This is an optimization exercise on Yosys and OpenROAD, whose aim is small area, a short achievable clock period and few clock cycles per item, not a production implementation. RTL that was checked went through simulation tests only; none was proved equivalent to the original. The flow treats the clock pin as an ideal source, which a real chip does not have. No activity file was given, so power comes from the tool's default toggle rates.

// fc_layer_mac
module fc_layer_mac #(
    parameter int IN_DIM      = 256,
    parameter int OUT_DIM     = 32,
    parameter int IN_W        = 8,
    parameter int W_W         = 8,
    parameter int ACC_W       = 32,
    parameter int OUT_SHIFT   = 7,
    parameter int BIAS_LSHIFT = 7,
    parameter int RELU        = 1,
    parameter int OUT_W       = 8,
    parameter int WA_W        = $clog2(IN_DIM * OUT_DIM),
    parameter int BA_W        = (OUT_DIM > 1) ? $clog2(OUT_DIM) : 1
) (
    input  logic                    clk,
    input  logic                    rst_n,
    input  logic                    in_valid,
    output logic                    in_ready,
    input  logic signed [IN_W-1:0]  in_data,
    output logic [WA_W-1:0]         w_addr,
    input  logic signed [W_W-1:0]   w_q,
    output logic [BA_W-1:0]         b_addr,
    input  logic signed [W_W-1:0]   b_q,
    output logic                    out_valid,
    input  logic                    out_ready,
    output logic signed [OUT_W-1:0] out_data,
    output logic [BA_W-1:0]         out_idx,
    output logic                    out_last,
    output logic                    busy
);
==> flow/config.mk <==
export PLATFORM = sky130hd
export DESIGN_NAME = fc_layer_mac
export DESIGN_NICKNAME = fc_layer_mac
export VERILOG_FILES = /design/flow/design.v
export SDC_FILE = /design/flow/constraint.sdc
export NUM_CORES = 4
export LEC_CHECK = 0
export CAP_MARGIN = 20
export CORE_MARGIN = 2
export CORE_UTILIZATION = 40
export SLEW_MARGIN = 20
==> flow/constraint.sdc <==
create_clock -name core_clock -period 9.0 [get_ports {clk}]
set_input_delay 1.8000 -clock core_clock [delete_from_list [all_inputs] [get_ports {clk}]]
set_output_delay 1.8000 -clock core_clock [all_outputs]
set_load 0.01 [all_outputs]
standard.sh (not shown) runs the stock make flow with config.mk's settings and CLKGATE_MAP_FILE= SYNTH_SCRIPT=/design/flow/synth_recipe.tcl, a recipe that flattens the netlist after the stock synthesis.
==> flow/flow/run.sh <==
#!/bin/bash
# Own layout flow: the standard ORFS flow (standard.sh), unchanged synthesis,
# with the extra ORFS make variables listed in flow/knobs.txt (timing-repair
# effort). Each tool's output stays in orfs/logs; make's own output goes to
# run_standard.log in this folder.
set -euo pipefail
KNOBS=$(grep -v '^#' flow/knobs.txt | tr '\n' ' ')
bash standard.sh $KNOBS finish > run_standard.log 2>&1
==> flow/flow/knobs.txt <==
SETUP_SLACK_MARGIN=6.3
Next try:
==> flow/run.sh (new file) <==
#!/bin/bash
# synth_recipe.tcl (not shown) runs the flow's synth.tcl, then flattens the netlist and writes it again
# the make line also repeats each setting of config.mk as NAME=value (left out here)
make -C /OpenROAD-flow-scripts/flow DESIGN_CONFIG=/design/flow/config.mk WORK_HOME=/design/flow/orfs CLKGATE_MAP_FILE= SYNTH_SCRIPT=/design/flow/synth_recipe.tcl finish
Settings changed: ABC_CLOCK_PERIOD_IN_PS set to 3000, SETUP_SLACK_MARGIN set to 5.
removed: flow/flow/run.sh
removed: flow/flow/knobs.txt
removed: flow/standard.sh
The changed run went through all stages and came out clean.
Power drops by 3.6%.
Worst setup slack degrades by 0.52 ns.
Global-route usage drops by 1.0 points.
Maximum frequency drops by 14%.
Cell area drops by 5.9%.
Synthesized cell count stays the same.
Non-clock buffer count drops by 96.
Next try:
==> flow/flow/run.sh (new file) <==
#!/bin/bash
# Own layout flow: the standard ORFS flow (standard.sh), unchanged synthesis,
# with the extra ORFS make variables listed in flow/knobs.txt (timing-repair
# effort). Each tool's output stays in orfs/logs; make's own output goes to
# run_standard.log in this folder.
set -euo pipefail
KNOBS=$(grep -v '^#' flow/knobs.txt | tr '\n' ' ')
bash standard.sh $KNOBS finish > run_standard.log 2>&1
==> flow/flow/knobs.txt (new file) <==
SETUP_SLACK_MARGIN=5.8
==> flow/standard.sh (new file) <==
#!/bin/bash
# synth_recipe.tcl (not shown) runs the flow's synth.tcl, then flattens the netlist and writes it again
# the make line also repeats each setting of config.mk as NAME=value (left out here)
make -C /OpenROAD-flow-scripts/flow DESIGN_CONFIG=/design/flow/config.mk WORK_HOME=/design/flow/orfs CLKGATE_MAP_FILE= SYNTH_SCRIPT=/design/flow/synth_recipe.tcl "${@:-finish}"
Settings changed: ABC_CLOCK_PERIOD_IN_PS 3000 to not set, SETUP_SLACK_MARGIN 5 to not set.
removed: flow/run.sh
What happened: Core utilization grows by 1.3 points; final area grows by 2.8%; clock-buffer cell count does not change.
Next try:
==> flow/run.sh (new file) <==
#!/bin/bash
# synth_recipe.tcl (not shown) runs the flow's synth.tcl, then flattens the netlist and writes it again
# the make line also repeats each setting of config.mk as NAME=value (left out here)
make -C /OpenROAD-flow-scripts/flow DESIGN_CONFIG=/design/flow/config.mk WORK_HOME=/design/flow/orfs CLKGATE_MAP_FILE= SYNTH_SCRIPT=/design/flow/synth_recipe.tcl finish
removed: flow/flow/run.sh
removed: flow/flow/knobs.txt
removed: flow/standard.sh
Result: Die area does not change; power fell by 3.4%; wire length fell by 3.5%; global-route usage fell by 0.52 points.
Function was not checked in any run of this note: the RTL went through the layout flow alone.


== build 26 ==
fc_layer_mac, a different RTL version from the one above (not shown whole).
Size: ~1,400 cells after synthesis, roughly 850 flip-flops, roughly 63 I/O pins.
clock: 9.0 ns
lec_check: 0
cap_margin: 20
core_margin: 2
core_utilization: 60
slew_margin: 20
==> flow/flow/run.sh <==
#!/bin/bash
# Own layout flow: the standard ORFS flow (standard.sh), unchanged
# synthesis, with extra ORFS make variables, one per line, from
# flow/knobs.txt (timing-repair target, clock-tree clustering, port buffer
# cell). ORFS keeps each tool's log under orfs/logs; make's own output goes
# to run_standard.log in this folder.
set -euo pipefail
mapfile -t KNOBS < <(grep -v '^#' flow/knobs.txt | grep -v '^[[:space:]]*$')
bash standard.sh "${KNOBS[@]}" finish > run_standard.log 2>&1
==> flow/flow/knobs.txt <==
SETUP_SLACK_MARGIN=6.20
CTS_CLUSTER_SIZE=35
CTS_CLUSTER_DIAMETER=70
BUFFER_PORTS_ARGS=-buffer_cell sky130_fd_sc_hd__buf_2
Testbench counts of build 26, summed over its fixed seeds: cycles 262,968, vectors 32.
## Diff of input files: build 31 against build 26
diff --git a/flow/flow/run.sh b/flow/flow/run.sh
--- a/flow/flow/run.sh
+++ b/flow/flow/run.sh
@@ -3,3 +3,4 @@
 # synthesis, with extra ORFS make variables, one per line, from
-# flow/knobs.txt (timing-repair target, clock-tree clustering, port buffer
+# flow/knobs.txt (timing-repair target, clock-tree clustering and options,
+# port buffer
 # cell). ORFS keeps each tool's log under orfs/logs; make's own output goes
==> flow/flow/knobs.txt <==
SETUP_SLACK_MARGIN=6.20
CTS_CLUSTER_SIZE=35
CTS_CLUSTER_DIAMETER=70
BUFFER_PORTS_ARGS=-buffer_cell sky130_fd_sc_hd__buf_2
CTS_ARGS=-sink_clustering_enable -repair_clock_nets -sink_clustering_size 35 -sink_clustering_max_diameter 70 -dont_use_dummy_load
==> summary.txt <==
Height of the die: build 31 vs build 26 identical. Latest clock arrival within the worst-skew pair across build 31 and build 26: no real change. Worst setup slack is lower on build 26. On core utilization of the finished layout: build 31 sits below build 26. Lower routed wire length was reported by build 31, not build 26. Build 31 and build 26 ended up with nearly the same power in sequential cells. From build 26 to build 31, xor/xnor cell area share of the yosys netlist did not move at all. The met2 demand-to-capacity share in global routing on build 26 is in line with that on build 31.
Here is what was changed in the inputs of build 19 compared with build 31.
Settings: CORE_UTILIZATION changed from 60 to 40.
diff --git a/flow/flow/run.sh b/flow/flow/run.sh
--- a/flow/flow/run.sh
+++ b/flow/flow/run.sh
@@ -3,4 +3,3 @@
 # synthesis, with extra ORFS make variables, one per line, from
-# flow/knobs.txt (timing-repair target, clock-tree clustering and options,
-# port buffer
+# flow/knobs.txt (timing-repair target, clock-tree clustering, port buffer
 # cell). ORFS keeps each tool's log under orfs/logs; make's own output goes
==> flow/flow/knobs.txt <==
SETUP_SLACK_MARGIN=6.3
CTS_CLUSTER_SIZE=30
CTS_CLUSTER_DIAMETER=80
BUFFER_PORTS_ARGS=-buffer_cell sky130_fd_sc_hd__buf_2
==> summary.txt <==
Setup slack: build 19 less than build 31. Diff build 31 -> build 19: synthesis-to-finish area growth now larger, summed area of non-filler cells in the final layout higher, met3 track demand over resource has decreased. Where count of vias placed by the detailed router is concerned, build 31 is better than build 19. For build 31, the worst setup path startpoint was od_o[0]$_DFF_P_, unlike build 19, where it was od_o[3]$_DFF_P_. Count of distinct cell types in the synthesized netlist came out exactly the same in build 31 and build 19. Overall routing resource usage: build 19 vs build 31 down 4.3 points. The worst hold slack in build 19 was higher than what build 31 gave. Taking build 31 as the reference, in build 19 maximum operating frequency lost 4.7 MHz, area used by sequential logic in the layout stayed essentially flat.
Setup changes, build 19 to build 2
Settings: swapping 40 for 60 in CORE_UTILIZATION.
==> flow/flow/knobs.txt <==
SETUP_SLACK_MARGIN=6.15
CTS_CLUSTER_SIZE=30
CTS_CLUSTER_DIAMETER=80
BUFFER_PORTS_ARGS=-buffer_cell sky130_fd_sc_hd__buf_2
Notes after the runs:
- Build 2 | stages: all done | timing, DRC, antenna: all pass
- Build 2 vs build 19 on hold slack: build 2 is the lower one.
- Compared with build 19, build 2 shows global routing met2 resource utilization higher by 7.1 points.
- Build 2 vs. build 19: final critical-path required period went up 0.018 ns; post-route worst setup slack went down 0.018 ns.


Setup of ember:
The RTL this note starts from:
==> flow/design.v <==
module fc_layer_mac #(
    parameter int IN_DIM      = 256,
    parameter int OUT_DIM     = 32,
    parameter int IN_W        = 8,
    parameter int W_W         = 8,
    parameter int ACC_W       = 32,
    parameter int OUT_SHIFT   = 7,
    parameter int BIAS_LSHIFT = 7,
    parameter int RELU        = 1,
    parameter int OUT_W       = 8,
    parameter int WA_W        = $clog2(IN_DIM * OUT_DIM),
    parameter int BA_W        = (OUT_DIM > 1) ? $clog2(OUT_DIM) : 1
) (
    input  logic                    clk,
    input  logic                    rst_n,
    input  logic                    in_valid,
    output logic                    in_ready,
    input  logic signed [IN_W-1:0]  in_data,
    output logic [WA_W-1:0]         w_addr,
    input  logic signed [W_W-1:0]   w_q,
    output logic [BA_W-1:0]         b_addr,
    input  logic signed [W_W-1:0]   b_q,
    output logic                    out_valid,
    input  logic                    out_ready,
    output logic signed [OUT_W-1:0] out_data,
    output logic [BA_W-1:0]         out_idx,
    output logic                    out_last,
    output logic                    busy
);
    localparam int CNT_W = $clog2(IN_DIM);
    localparam int SW    = 23;    
    localparam logic [CNT_W-1:0] LAST_I = CNT_W'(IN_DIM - 1);
    localparam logic [BA_W-1:0]  LAST_O = BA_W'(OUT_DIM - 1);
    logic [BA_W-1:0]  oa;         
    logic [BA_W-1:0]  ob;         
    logic [BA_W-1:0]  q;          
    logic [CNT_W-1:0] ia;         
    logic [CNT_W-1:0] ia_o;       
    logic             in_rdy;
    logic             in_rdy_o;   
    logic             z;          
    logic [3:0]             bd_one;    
    logic [3:0]             bd_two;
    logic [3:0]             bd_neg;
    logic                   pact_m;    
    logic signed [W_W-1:0]  w_r;
    logic [17:0]            ps;        
    logic [17:0]            pc;        
    logic [SW-1:0]          ring [OUT_DIM];
    logic             vec_fin;    
    logic [BA_W-1:0]  ext_idx;    
    logic             tap_match;  
    logic [1:0]       owed;       
    logic             busy_q;
    logic             ov_q;
    logic             ov_o;       
    logic [OUT_W-1:0] od_q;       
    logic [OUT_W-1:0] od_o;       
    logic [BA_W-1:0]  oi_o;       
    logic             ol_o;
    logic             busy_o;     
    logic in_fire;
    logic out_fire;
    logic take;
    logic [BA_W-1:0]  tap_nxt;
    logic [OUT_W-1:0] res;
    assign in_fire  = in_valid & in_rdy;
    assign out_fire = out_ready & ov_q;
    logic [CNT_W-1:0] ia_nxt;
    logic             in_rdy_nxt;
    assign ia_nxt     = ia + CNT_W'(q == '0 && pact_m);
    assign in_rdy_nxt = (q == BA_W'(1)) & ~vec_fin;
    logic vec_fin_nxt;
    always_comb begin
        vec_fin_nxt = vec_fin;
        if (in_fire && ia == LAST_I) begin
            vec_fin_nxt = 1'b1;
        end else if (take && ext_idx == LAST_O) begin
            vec_fin_nxt = 1'b0;
        end
    end
    always_ff @(posedge clk) begin
        oa       <= q;
        ob       <= q + BA_W'(1);
        ia_o     <= ia_nxt;
        in_rdy_o <= in_rdy_nxt;
    end
    always_ff @(posedge clk or negedge rst_n) begin
        if (!rst_n) begin
            q       <= LAST_O;
            ia      <= '0;
            in_rdy  <= 1'b0;
            z       <= 1'b0;
            pact_m  <= 1'b0;
            vec_fin <= 1'b0;
        end else begin
            q      <= q + BA_W'(1);
            in_rdy <= in_rdy_nxt;
            z      <= (ia_nxt == '0) & ~vec_fin_nxt;
            ia     <= ia_nxt;
            if (q == BA_W'(2)) begin
                pact_m <= in_fire;
            end
            vec_fin <= vec_fin_nxt;
        end
    end
    always_ff @(posedge clk) begin
        if (q == BA_W'(2)) begin
            for (int k = 0; k < 4; k++) begin
                bd_one[k] <= in_fire & (in_data[2*k] ^ ((k == 0) ? 1'b0 : in_data[2*k-1]));
                bd_two[k] <= in_fire & ((in_data[2*k+1] & ~in_data[2*k] & ~((k == 0) ? 1'b0 : in_data[2*k-1]))
                           | (~in_data[2*k+1] & in_data[2*k] & ((k == 0) ? 1'b0 : in_data[2*k-1])));
                bd_neg[k] <= in_fire & in_data[2*k+1] & ~(in_data[2*k] & ((k == 0) ? 1'b0 : in_data[2*k-1]));
            end
        end
    end
    function automatic logic [9:0] brow(input logic one, input logic two,
                                        input logic neg, input logic act,
                                        input logic signed [7:0] w);
        logic [9:0] m;
        m = one ? {{2{w[7]}}, w} : two ? {w[7], w, 1'b0} : 10'd0;
        m = m ^ {10{neg}};
        brow = {~m[9] & act, m[8:0]};
    endfunction
    logic [9:0] r0, r1, r2, r3;
    assign r0 = brow(bd_one[0], bd_two[0], bd_neg[0], pact_m, w_r);
    assign r1 = brow(bd_one[1], bd_two[1], bd_neg[1], pact_m, w_r);
    assign r2 = brow(bd_one[2], bd_two[2], bd_neg[2], pact_m, w_r);
    assign r3 = brow(bd_one[3], bd_two[3], bd_neg[3], pact_m, w_r);
    logic [17:0] x0, x1, x2, x3, s1, c1, s2, c2, s3, c3;
    assign x0 = {8'd0, r0};
    assign x1 = {6'd0, r1, 1'b0, bd_neg[0]};
    assign x2 = {4'd0, r2, 1'b0, bd_neg[1], 2'd0};
    assign x3 = {2'd0, r3, 1'b0, bd_neg[2], 4'd0};
    assign s1 = x0 ^ x1 ^ x2;
    assign c1 = {(x0[16:0] & x1[16:0]) | (x0[16:0] & x2[16:0]) | (x1[16:0] & x2[16:0]), 1'b0};
    assign s2 = s1 ^ c1 ^ x3;
    assign c2 = {(s1[16:0] & c1[16:0]) | (s1[16:0] & x3[16:0]) | (c1[16:0] & x3[16:0]), 1'b0};
    assign s3 = {s2[17:7] ^ c2[17:7], s2[6] ^ c2[6] ^ bd_neg[3], s2[5:0]};
    assign c3 = {(s2[16:7] & c2[16:7]),
                 (s2[6] & c2[6]) | (s2[6] & bd_neg[3]) | (c2[6] & bd_neg[3]),
                 1'b0, c2[5:0]};
    always_ff @(posedge clk) begin
        w_r <= w_q;
        ps  <= s3;
        pc  <= c3;
    end
    always_ff @(posedge clk) begin
        ring[0] <= ring[OUT_DIM-1] + SW'(ps) + SW'(pc);
        for (int k = 1; k < OUT_DIM; k++) begin
            if (k != OUT_DIM - 3) begin
                ring[k] <= ring[k-1];
            end
        end
        if (z) begin
            ring[OUT_DIM-3] <= {8'd43, ~b_q[W_W-1], b_q[W_W-2:0], {BIAS_LSHIFT{1'b0}}};
        end else begin
            ring[OUT_DIM-3] <= ring[OUT_DIM-4];
        end
    end
    always_comb begin
        if (ring[0][SW-1]) begin
            res = {1'b0, {(OUT_W-1){1'b1}}};
        end else if (&ring[0][SW-2:OUT_SHIFT+OUT_W-1]) begin
            res = {1'b0, ring[0][OUT_SHIFT+OUT_W-2:OUT_SHIFT]};
        end else begin
            res = '0;
        end
    end
    assign take = vec_fin & tap_match & (~ov_q | out_ready);
    always_ff @(posedge clk) begin
        ov_o <= take | (ov_q & ~out_ready);
    end
    assign tap_nxt = q - 5'd4;
    always_ff @(posedge clk or negedge rst_n) begin
        if (!rst_n) begin
            ext_idx   <= '0;
            tap_match <= 1'b0;
            ov_q      <= 1'b0;
            owed      <= 2'd0;
            busy_q    <= 1'b0;
        end else begin
            if (take) begin
                ext_idx <= ext_idx + BA_W'(1);
            end
            tap_match <= take | (tap_nxt == ext_idx);
            if (take) begin
                ov_q <= 1'b1;
            end else if (out_ready) begin
                ov_q <= 1'b0;
            end
            owed   <= owed_nxt;
            busy_q <= busy_nxt;
        end
    end
    logic [1:0] owed_nxt;
    logic       busy_nxt;
    always_comb begin
        owed_nxt = owed;
        busy_nxt = busy_q;
        case ({in_fire & (ia == LAST_I), out_fire & (ext_idx == '0)})
            2'b10: begin owed_nxt = owed + 2'd1; busy_nxt = 1'b1; end
            2'b01: begin owed_nxt = owed - 2'd1; busy_nxt = (owed != 2'd1); end
            default: ;
        endcase
    end
    always_ff @(posedge clk) begin
        if (take) begin
            od_q <= ~res;
        end
    end
    always_ff @(posedge clk) begin
        od_o   <= take ? res : ~od_q;
        oi_o   <= take ? ext_idx : ext_idx - BA_W'(1);
        ol_o   <= take ? (ext_idx == LAST_O) : (ext_idx == '0);
        busy_o <= busy_nxt;
    end
    assign in_ready  = in_rdy_o;
    assign w_addr    = {oa, ia_o};
    assign b_addr    = ob;
    assign out_valid = ov_o;
    assign out_data  = od_o;
    assign out_idx   = oi_o;
    assign out_last  = ol_o;
    assign busy      = busy_o;
endmodule
clock: 9.0 ns
lec_check: 0
cap_margin: 20
core_margin: 2
core_utilization: 60
slew_margin: 20
==> flow/flow/run.sh <==
#!/bin/bash
# Own layout flow: the standard ORFS flow (standard.sh), unchanged
# synthesis, with extra ORFS make variables, one per line, from
# flow/knobs.txt (timing-repair target, clock-tree clustering and options,
# port buffer
# cell). ORFS keeps each tool's log under orfs/logs; make's own output goes
# to run_standard.log in this folder.
set -euo pipefail
mapfile -t KNOBS < <(grep -v '^#' flow/knobs.txt | grep -v '^[[:space:]]*$')
bash standard.sh "${KNOBS[@]}" finish > run_standard.log 2>&1
==> flow/flow/knobs.txt <==
SETUP_SLACK_MARGIN=6.20
CTS_CLUSTER_SIZE=35
CTS_CLUSTER_DIAMETER=70
BUFFER_PORTS_ARGS=-buffer_cell sky130_fd_sc_hd__buf_2
CTS_ARGS=-sink_clustering_enable -repair_clock_nets -sink_clustering_size 35 -sink_clustering_max_diameter 70 -dont_use_dummy_load -sink_clustering_levels 2
Testbench counts of ember, summed over its fixed seeds: cycles 262,968, vectors 32.
--- input diff ember..violet ---
==> flow/flow/run.sh <==
#!/bin/bash
# Own layout flow: the standard ORFS flow (standard.sh), unchanged
# synthesis, with extra ORFS make variables, one per line, from
# flow/knobs.txt (timing-repair target, clock-tree clustering, port buffer
# cell), and flow/post_cts.tcl run at the end of the CTS step to drop the
# clock tree's middle buffer level. ORFS keeps each tool's log under
# orfs/logs; make's own output goes to run_standard.log in this folder.
set -euo pipefail
mapfile -t KNOBS < <(grep -v '^#' flow/knobs.txt | grep -v '^[[:space:]]*$')
bash standard.sh "${KNOBS[@]}" "POST_CTS_TCL=$PWD/flow/post_cts.tcl" finish > run_standard.log 2>&1
==> flow/flow/knobs.txt <==
SETUP_SLACK_MARGIN=6.20
CTS_CLUSTER_SIZE=30
CTS_CLUSTER_DIAMETER=80
BUFFER_PORTS_ARGS=-buffer_cell sky130_fd_sc_hd__buf_2
==> flow/flow/post_cts.tcl (new file) <==
# Sourced by ORFS's CTS step after clock tree synthesis and its timing repair
# (POST_CTS_TCL). Flattens the clock tree by one level: the leaf clock
# buffers are driven straight from the root buffer's net and the middle-level
# buffers that drove them are removed. Every register still gets its clock
# through the root buffer and its leaf buffer; only the common insertion delay
# shrinks.
set block [ord::get_db_block]
set root [$block findInst clkbuf_0_clk]
set root_net [[$root findITerm X] getNet]
set removed 0
foreach it [$root_net getITerms] {
  set inst [$it getInst]
  if {$inst == $root} { continue }
  set name [$inst getName]
  if {![string match "clkbuf_*__f_clk" $name]} { continue }
  set out_net [[$inst findITerm X] getNet]
  set loads {}
  foreach lt [$out_net getITerms] {
    if {[$lt getInst] != $inst} { lappend loads $lt }
  }
  foreach lt $loads {
    $lt disconnect
    $lt connect $root_net
  }
  [$inst findITerm X] disconnect
  [$inst findITerm A] disconnect
  odb::dbInst_destroy $inst
  odb::dbNet_destroy $out_net
  incr removed
}
puts "post_cts: removed $removed middle-level clock buffers; root net has [llength [$root_net getITerms]] pins"
estimate_parasitics -placement
report_clock_min_period
### Flow results
Portion of the layout cell area used by non-clock buffers, ember and violet: lower on ember
ember and violet ended up with nearly the same global-route wire length before repair.
violet reports a lower register share of the cell area than ember does.
ember has lower signed area change from the synthesized netlist to the final layout than violet.
Total power across ember and violet: no real change.
When violet is set beside ember, its pin slew with the least headroom to its limit turns out to be 0.011 ns smaller.
From violet to ember, post-synthesis async set-or-reset flop share did not move at all.
violet vs. ember: power density over the cells went down by 0.91%.
Via count: violet vs ember — no meaningful difference
Relative to ember, the number of buffers other than clock buffers in the final layout measured on violet has increased by a few percent.
violet went all the way through the flow, and no timing, DRC or antenna check failed.
> inputs changed (violet -> raven)
==> flow/flow/run.sh <==
#!/bin/bash
# Own layout flow: the standard ORFS flow (standard.sh), unchanged
# synthesis, with extra ORFS make variables, one per line, from
# flow/knobs.txt (timing-repair target, clock-tree clustering, port buffer
# cell). ORFS keeps each tool's log under orfs/logs; make's own output goes
# to run_standard.log in this folder.
set -euo pipefail
mapfile -t KNOBS < <(grep -v '^#' flow/knobs.txt | grep -v '^[[:space:]]*$')
bash standard.sh "${KNOBS[@]}" finish > run_standard.log 2>&1
==> flow/flow/knobs.txt <==
SETUP_SLACK_MARGIN=6.20
CTS_CLUSTER_SIZE=25
CTS_CLUSTER_DIAMETER=60
BUFFER_PORTS_ARGS=-buffer_cell sky130_fd_sc_hd__buf_2
removed: flow/flow/post_cts.tcl
### Flow results
Summary of raven over violet: number of antenna cells inserted has increased, non-clock buffer count has decreased, transition time at the pin with the least slew margin has remained practically unchanged, first-pass GRT wire length has increased.
Min maximum resistive drop on vdd across raven and violet: raven
Higher worst setup slack after layout among raven and violet: raven
Looking at via count of the first global-routing pass, raven sits 197 above violet.
raven ended with less sequential share of layout area than violet.
Diff violet -> raven | total power draw | up by a few percent
The clock network fraction of design power in raven was higher than what violet gave.
Relative to violet, the layout cell share with drive strength beyond 1 of raven is higher by 0.54 points.
Edits applied to the flow inputs when going from raven to pepper:
- CORE_UTILIZATION: 60 -> 40
==> flow/flow/knobs.txt <==
SETUP_SLACK_MARGIN=6.3
CTS_CLUSTER_SIZE=30
CTS_CLUSTER_DIAMETER=80
BUFFER_PORTS_ARGS=-buffer_cell sky130_fd_sc_hd__buf_1
pepper: worst slew margin relative to its limit is 3.9 points higher than what raven reported. Between pepper and raven, the difference in flip-flop and latch count after synthesis is negligible. pepper: floorplan die area is about 50% higher than what raven reported. | number of DRC violations after detailed-routing iteration 0 | pepper vs raven | worse |. Sort pepper and raven by core utilization of the finished layout desc -> top: raven. pepper ended with less number of clock buffers inserted by TritonCTS than raven. The higher setup slack of pepper and raven is in raven. Note that the number of tap instances recorded for raven amounts to 0.66 times the value seen in pepper. [pepper vs raven] diode insertion count for antenna repair: lower in pepper. Summary of pepper over raven: via count of the first global-routing pass now larger, hold slack comparable.

## afterwards: timing with drivers on the ports
Ports are ideal in the flow. The routed layouts listed here were re-timed in OpenROAD.
Step 1, drivers: a clkbuf_16 drives clk and a buf_2 each remaining input, both assumed.
Step 2 times the ports against the registers' clock, not the clock port: input delays grow and output delays shrink by t, the midpoint of the rising clock arrivals with the driver on.
Slacks: ideal / step 1 / step 2; pairs: ideal / step 1.
run | t (ns) | slack for setup (ns) | latest minus earliest clock arrival (ns) | worst register clock-pin slew, ns
the first run of note 1 | 0.662 | 5.804 / 5.804 / 5.761 | 0.028 / 0.028 | 0.07 / 0.07
the second run of note 1 | 0.651 | 5.285 / 5.229 / 5.351 | 0.025 / 0.025 | 0.07 / 0.07
the third run of note 1 | 0.655 | 5.842 / 5.788 / 5.489 | 0.015 / 0.015 | 0.07 / 0.07
the fourth run of note 1 | 0.651 | 5.285 / 5.229 / 5.351 | 0.025 / 0.025 | 0.07 / 0.07
build 26 | 0.594 | 6.182 / 6.126 / 5.809 | 0.030 / 0.030 | 0.12 / 0.12
build 31 | 0.568 | 6.201 / 6.145 / 5.780 | 0.067 / 0.067 | 0.12 / 0.12
build 19 | 0.598 | 6.164 / 6.112 / 5.816 | 0.024 / 0.024 | 0.11 / 0.11
build 2 | 0.598 | 6.146 / 6.095 / 5.793 | 0.023 / 0.024 | 0.11 / 0.11
ember | 0.568 | 6.201 / 6.145 / 5.780 | 0.067 / 0.067 | 0.12 / 0.12
violet | 0.694 | 6.084 / 6.029 / 5.826 | 0.020 / 0.020 | 0.11 / 0.11
raven | 0.628 | 6.159 / 6.106 / 5.815 | 0.019 / 0.018 | 0.09 / 0.09
pepper | 0.617 | 6.138 / 6.086 / 5.812 | 0.042 / 0.042 | 0.11 / 0.11
After both steps setup and hold are still met in every run listed.
